Source: an optimization exercise on an open RTL-to-GDS flow (aim: small area, a short achievable clock period and few clock cycles per item). Production flows keep margins and buffers that such runs may drop.
Function was checked by simulation only, so behaviour that the tests miss may differ from the original.

==> flow/design.v <==
module aes_inv_sub_bytes (
  input  logic         i_clk,
  input  logic         i_rst,
  input  logic         i_valid,
  input  logic [127:0] i_data,
  output logic         o_ready,
  output logic         o_valid,
  input  logic         i_ready,
  output logic [127:0] o_data
);
  logic [127:0] mapped, in_q, skid_q, out_q, sub;
  logic         in_v_q, skid_v_q, out_v_q, ready_q;
  logic         take, out_free, in_load, skid_v_d;
  for (genvar k = 0; k < 16; k++) begin : g_byte
    aes_inv_sub_bytes_map u_map (.a(i_data[8*k +: 8]), .y(mapped[8*k +: 8]));
    aes_inv_sub_bytes_inv u_inv (.a(in_q[8*k +: 8]), .y(sub[8*k +: 8]));
  end
  assign take     = ready_q & i_valid;
  assign out_free = ~out_v_q | i_ready;             
  assign in_load  = out_free | ~in_v_q;             
  assign skid_v_d = skid_v_q ? ~out_free : (take & in_v_q & ~out_free);
  always_ff @(posedge i_clk or posedge i_rst) begin
    if (i_rst) begin
      in_v_q   <= 1'b0;
      skid_v_q <= 1'b0;
      out_v_q  <= 1'b0;
    end else begin
      if (out_free) out_v_q <= in_v_q;
      if (in_load)  in_v_q  <= skid_v_q | take;
      skid_v_q <= skid_v_d;
    end
  end
  always_ff @(posedge i_clk) ready_q <= ~skid_v_d;
  always_ff @(posedge i_clk) begin
    if (out_free) out_q  <= sub;
    if (in_load)  in_q   <= skid_v_q ? skid_q : mapped;
    if (!skid_v_q) skid_q <= mapped;
  end
  assign o_ready = ready_q;
  assign o_valid = out_v_q;
  assign o_data  = out_q;
endmodule
module aes_inv_sub_bytes_map (
  input  logic [7:0] a,
  output logic [7:0] y
);
  logic n0, n1, n2, n3, n4, n5, n6, n7, n8, n9, n10, n11, n12, n13, n14, n15, n16;
  assign n0 = a[1] ^ a[3];
  assign n1 = n0 ^ a[4];
  assign n2 = n1 ^ a[5];
  assign n3 = a[1] ^ a[4];
  assign n4 = n3 ^ a[6];
  assign n5 = a[2] ^ a[5];
  assign n6 = n5 ^ a[6];
  assign n7 = n6 ^ a[7];
  assign n8 = a[0] ^ a[1];
  assign n9 = n8 ^ a[7];
  assign n10 = ~a[1];
  assign n11 = n8 ^ a[5];
  assign n12 = ~n11;
  assign n13 = n8 ^ a[4];
  assign n14 = a[2] ^ a[4];
  assign n15 = n14 ^ a[5];
  assign n16 = ~n15;
  assign y = {n16, n13, n12, n10, n9, n7, n4, n2};
endmodule
module aes_inv_sub_bytes_inv (
  input  logic [7:0] a,
  output logic [7:0] y
);
  logic n0, n1, n2, n3, n4, n5, n6, n7, n8, n9, n10, n11, n12, n13, n14, n15, n16, n17, n18, n19, n20, n21, n22, n23, n24, n25, n26, n27, n28, n29, n30, n31, n32, n33, n34, n35, n36, n37, n38, n39, n40, n41, n42, n43, n44, n45, n46, n47, n48, n49, n50, n51, n52, n53, n54, n55, n56, n57, n58, n59, n60, n61, n62, n63, n64, n65, n66, n67, n68, n69, n70, n71, n72, n73, n74, n75, n76, n77, n78, n79, n80, n81, n82, n83, n84, n85, n86, n87, n88, n89, n90, n91, n92, n93, n94, n95, n96, n97, n98, n99, n100, n101, n102, n103, n104, n105, n106, n107, n108, n109, n110, n111, n112, n113, n114, n115, n116, n117, n118, n119, n120, n121, n122, n123, n124, n125, n126, n127, n128, n129, n130, n131, n132, n133, n134, n135, n136, n137, n138, n139, n140, n141, n142, n143, n144, n145, n146, n147, n148, n149, n150, n151, n152, n153, n154, n155, n156, n157, n158, n159, n160, n161, n162, n163, n164, n165, n166, n167, n168, n169, n170, n171, n172, n173, n174, n175, n176, n177, n178, n179, n180, n181;
  assign n0 = a[4] ^ a[0];
  assign n1 = a[5] ^ a[1];
  assign n2 = a[6] ^ a[2];
  assign n3 = a[7] ^ a[3];
  assign n4 = n2 ^ n0;
  assign n5 = n3 ^ n1;
  assign n6 = n5 ^ n4;
  assign n7 = n6 ^ n4;
  assign n8 = n7 ^ n6;
  assign n9 = n1 ^ n0;
  assign n10 = n9 ^ n0;
  assign n11 = n9 ^ n7;
  assign n12 = n10 ^ n8;
  assign n13 = n3 ^ n2;
  assign n14 = n13 ^ n2;
  assign n15 = n13 ^ n7;
  assign n16 = n14 ^ n8;
  assign n17 = n15 ^ n11;
  assign n18 = n16 ^ n12;
  assign n19 = n18 ^ n17;
  assign n20 = n17 ^ n19;
  assign n21 = n12 ^ n11;
  assign n22 = n12 ^ n17;
  assign n23 = n21 ^ n20;
  assign n24 = n16 ^ n15;
  assign n25 = n24 ^ n15;
  assign n26 = n15 ^ n17;
  assign n27 = n25 ^ n20;
  assign n28 = a[6] ^ a[4];
  assign n29 = a[7] ^ a[5];
  assign n30 = a[2] ^ a[0];
  assign n31 = a[3] ^ a[1];
  assign n32 = n29 ^ n28;
  assign n33 = n31 ^ n30;
  assign n34 = n32 & n33;
  assign n35 = n28 & n30;
  assign n36 = n29 & n31;
  assign n37 = n36 ^ n35;
  assign n38 = n34 ^ n35;
  assign n39 = n38 ^ n37;
  assign n40 = a[5] ^ a[4];
  assign n41 = a[1] ^ a[0];
  assign n42 = n40 & n41;
  assign n43 = a[4] & a[0];
  assign n44 = a[5] & a[1];
  assign n45 = n44 ^ n43;
  assign n46 = n42 ^ n43;
  assign n47 = n45 ^ n38;
  assign n48 = n46 ^ n39;
  assign n49 = a[7] ^ a[6];
  assign n50 = a[3] ^ a[2];
  assign n51 = n49 & n50;
  assign n52 = a[6] & a[2];
  assign n53 = a[7] & a[3];
  assign n54 = n53 ^ n52;
  assign n55 = n51 ^ n52;
  assign n56 = n54 ^ n38;
  assign n57 = n55 ^ n39;
  assign n58 = n22 ^ n47;
  assign n59 = n23 ^ n48;
  assign n60 = n26 ^ n56;
  assign n61 = n27 ^ n57;
  assign n62 = ~n58;
  assign n63 = ~n59;
  assign n64 = ~n60;
  assign n65 = ~n61;
  assign n66 = n62 & n63;
  assign n67 = n66 & n60;
  assign n68 = n67 & n65;
  assign n69 = n58 & n63;
  assign n70 = n69 & n60;
  assign n71 = n70 & n65;
  assign n72 = n68 | n71;
  assign n73 = n62 & n59;
  assign n74 = n73 & n60;
  assign n75 = n74 & n65;
  assign n76 = n72 | n75;
  assign n77 = n58 & n59;
  assign n78 = n77 & n60;
  assign n79 = n78 & n65;
  assign n80 = n76 | n79;
  assign n81 = n73 & n64;
  assign n82 = n81 & n61;
  assign n83 = n80 | n82;
  assign n84 = n77 & n64;
  assign n85 = n84 & n61;
  assign n86 = n83 | n85;
  assign n87 = n67 & n61;
  assign n88 = n86 | n87;
  assign n89 = n74 & n61;
  assign n90 = n88 | n89;
  assign n91 = n68 | n79;
  assign n92 = n66 & n64;
  assign n93 = n92 & n61;
  assign n94 = n91 | n93;
  assign n95 = n69 & n64;
  assign n96 = n95 & n61;
  assign n97 = n94 | n96;
  assign n98 = n97 | n82;
  assign n99 = n98 | n85;
  assign n100 = n70 & n61;
  assign n101 = n99 | n100;
  assign n102 = n78 & n61;
  assign n103 = n101 | n102;
  assign n104 = n95 & n65;
  assign n105 = n84 & n65;
  assign n106 = n104 | n105;
  assign n107 = n106 | n71;
  assign n108 = n107 | n96;
  assign n109 = n108 | n82;
  assign n110 = n109 | n85;
  assign n111 = n110 | n100;
  assign n112 = n111 | n89;
  assign n113 = n81 & n65;
  assign n114 = n104 | n113;
  assign n115 = n114 | n75;
  assign n116 = n115 | n79;
  assign n117 = n116 | n82;
  assign n118 = n117 | n100;
  assign n119 = n118 | n89;
  assign n120 = n119 | n102;
  assign n121 = n112 ^ n90;
  assign n122 = n120 ^ n103;
  assign n123 = n122 ^ n121;
  assign n124 = n123 & n32;
  assign n125 = n121 & n28;
  assign n126 = n122 & n29;
  assign n127 = n126 ^ n125;
  assign n128 = n124 ^ n125;
  assign n129 = n128 ^ n127;
  assign n130 = n103 ^ n90;
  assign n131 = n130 & n40;
  assign n132 = n90 & a[4];
  assign n133 = n103 & a[5];
  assign n134 = n133 ^ n132;
  assign n135 = n131 ^ n132;
  assign n136 = n134 ^ n128;
  assign n137 = n135 ^ n129;
  assign n138 = n120 ^ n112;
  assign n139 = n138 & n49;
  assign n140 = n112 & a[6];
  assign n141 = n120 & a[7];
  assign n142 = n141 ^ n140;
  assign n143 = n139 ^ n140;
  assign n144 = n142 ^ n128;
  assign n145 = n143 ^ n129;
  assign n146 = n123 & n33;
  assign n147 = n121 & n30;
  assign n148 = n122 & n31;
  assign n149 = n148 ^ n147;
  assign n150 = n146 ^ n147;
  assign n151 = n150 ^ n149;
  assign n152 = n130 & n41;
  assign n153 = n90 & a[0];
  assign n154 = n103 & a[1];
  assign n155 = n154 ^ n153;
  assign n156 = n152 ^ n153;
  assign n157 = n155 ^ n150;
  assign n158 = n156 ^ n151;
  assign n159 = n138 & n50;
  assign n160 = n112 & a[2];
  assign n161 = n120 & a[3];
  assign n162 = n161 ^ n160;
  assign n163 = n159 ^ n160;
  assign n164 = n162 ^ n150;
  assign n165 = n163 ^ n151;
  assign n166 = n145 ^ n164;
  assign n167 = n166 ^ n165;
  assign n168 = n136 ^ n137;
  assign n169 = n168 ^ n157;
  assign n170 = n169 ^ n158;
  assign n171 = n145 ^ n157;
  assign n172 = n171 ^ n164;
  assign n173 = n157 ^ n164;
  assign n174 = n173 ^ n165;
  assign n175 = n136 ^ n144;
  assign n176 = n175 ^ n145;
  assign n177 = n176 ^ n158;
  assign n178 = n177 ^ n165;
  assign n179 = n145 ^ n158;
  assign n180 = n179 ^ n165;
  assign n181 = n136 ^ n164;
  assign y = {n137, n181, n180, n178, n174, n172, n170, n167};
endmodule
export LEC_CHECK = 0
export CAP_MARGIN = 20
export CORE_MARGIN = 2
export CORE_UTILIZATION = 75
export CTS_BUF_LIST = sky130_fd_sc_hd__clkbuf_8
export CTS_CLUSTER_DIAMETER = 50
export CTS_CLUSTER_SIZE = 14
export PLACE_DENSITY = 0.85
export SLEW_MARGIN = 20
create_clock -name core_clock -period 20.0 [get_ports {i_clk}]
standard.sh (not shown) runs the stock make flow with config.mk's settings and CLKGATE_MAP_FILE= SYNTH_SCRIPT=/design/flow/synth_recipe.tcl, a recipe that flattens the netlist after the stock synthesis.
==> flow/flow/run.sh <==
#!/bin/bash
# Standard ORFS layout (the standard.sh), except that:
#  - Yosys's final ABC technology mapping uses flow/map.abc instead of ORFS's speed script
#    (all other synthesis steps, and so the registers and their names, are the standard ones);
#  - the make variables listed in flow/make_args (one VAR=value per line) are added: port
#    buffers of the smallest buffer cell, a larger setup-slack target for ORFS's repair_timing
#    (the clock period and constraints are unchanged), and no half-adder extraction before ABC.
set -euo pipefail
W=$PWD
{
  cat <<'TCL'
proc abc {args} {
  set i [lsearch -exact $args -script]
  if {$i >= 0} { lset args [expr {$i + 1}] $::env(FLOW_ABC_SCRIPT) }
  yosys abc {*}$args
}
TCL
  cat "$W/synth_recipe.tcl"
} > "$W/flow_synth.tcl"
sed "s#$W/synth_recipe.tcl#$W/flow_synth.tcl#g" "$W/standard.sh" > "$W/flow_standard.sh"
grep -q flow_synth.tcl "$W/flow_standard.sh"
export FLOW_ABC_SCRIPT="$W/flow/map.abc"
args=()
if [[ -f "$W/flow/make_args" ]]; then
  while IFS= read -r line; do
    [[ -n "$line" && "$line" != \#* ]] && args+=("$line")
  done < "$W/flow/make_args"
fi
bash "$W/flow_standard.sh" "${args[@]}" finish > "$W/flow_make.log" 2>&1
==> flow/flow/make_args <==
BUFFER_PORTS_ARGS=-buffer_cell sky130_fd_sc_hd__buf_1
SETUP_SLACK_MARGIN=14.8
ADDER_MAP_FILE=
==> flow/flow/map.abc <==
&get -n
&st
&dch -f
&nf -R 1000
&put
Testbench counts at the start, summed over its fixed seeds: cycles 400, items 384.
Change:
--- a/flow/flow/run.sh
+++ b/flow/flow/run.sh
@@ -5,3 +5 @@
-#  - the make variables listed in flow/make_args (one VAR=value per line) are added: port
-#    buffers of the smallest buffer cell, a larger setup-slack target for ORFS's repair_timing
-#    (the clock period and constraints are unchanged), and no half-adder extraction before ABC.
+#  - the make variables listed in flow/make_args (one VAR=value per line) are added.
Settings changed: CTS_BUF_LIST sky130_fd_sc_hd__clkbuf_8 to sky130_fd_sc_hd__clkbuf_16.
The changed run produced a clean layout.
Final area came out higher by 1.4%.
Setup slack improves by 51 ps.
Non-clock buffer count is unchanged.
Change:
Settings changed: CTS_BUF_LIST sky130_fd_sc_hd__clkbuf_16 to sky130_fd_sc_hd__clkbuf_8, CTS_CLUSTER_DIAMETER 50 to 45, CTS_CLUSTER_SIZE 14 to 18.
Effect: Worst hold slack gains 4.7 ps; global-route usage came out lower by 0.71 points; die area stays the same; cell area came out lower by about 1.3%; core utilization came out lower by 1.1 points; cell count hardly moves; setup slack loses 52 ps; non-clock buffer count stays the same.
Change:
==> flow/flow/make_args (replaced) <==
BUFFER_PORTS_ARGS=-buffer_cell sky130_fd_sc_hd__buf_1
SETUP_SLACK_MARGIN=14.8
Settings changed: CORE_UTILIZATION 75 to 65, CTS_CLUSTER_DIAMETER 45 to 50, CTS_CLUSTER_SIZE 18 to 14, PLACE_DENSITY 0.85 to 0.75.
Via count decreases by a few percent. Sequential cell count stays the same. Cell count rises slightly. Non-clock buffer count grows by 1.
Change:
--- a/flow/flow/make_args
+++ b/flow/flow/make_args
@@ -2,0 +3 @@
+ADDER_MAP_FILE=
Settings changed: CORE_UTILIZATION 65 to 75, PLACE_DENSITY 0.75 to 0.85.
What happened:
- setup slack is better by 45 ps
- synthesized cell count goes up by about 2%
- global-route usage climbs by 4.0 points
- utilization grows by 10 points
- design area drops by 1.4%
- maximum frequency grows by about 0.9%

[what the ideal ports hide]
The flow's constraints put no driver on any port. The routed layouts listed below were extracted and timed again, unchanged, in two steps. Step 1: set_driving_cell puts a clkbuf_16 on i_clk and a buf_2 on each other input, an assumption about the parent block. Step 2 moves the port delays by t, midway between the first and last clock arrival at a register: inputs arrive t later, outputs are due t later. That takes back most of the time a late clock gives input paths. a / b / c = no drivers / after step 1 / after step 2; a / b = the first two.
| run | t, ns | slack for setup (ns) | hold slack, ns | worst register clock-pin slew, ns | worst slew at a driven data input, ns |
|---|---|---|---|---|---|
| the first run | 0.651 | 14.794 / 14.743 / 14.414 | 0.468 / 0.468 / 0.468 | 0.09 / 0.09 | 0.09 |
| the second run | 0.606 | 14.845 / 14.791 / 14.413 | 0.465 / 0.465 / 0.465 | 0.07 / 0.07 | 0.09 |
| the third run | 0.655 | 14.793 / 14.739 / 14.421 | 0.470 / 0.470 / 0.470 | 0.10 / 0.10 | 0.09 |
| the fourth run | 0.672 | 14.749 / 14.695 / 14.427 | 0.468 / 0.468 / 0.468 | 0.09 / 0.09 | 0.08 |
| the fifth run | 0.651 | 14.794 / 14.743 / 14.414 | 0.468 / 0.468 / 0.468 | 0.09 / 0.09 | 0.09 |
After both steps every run listed still meets setup and hold. For the second run, which loses most, drivers alone change the setup slack by -0.054 ns; drivers and shift together by -0.432 ns.
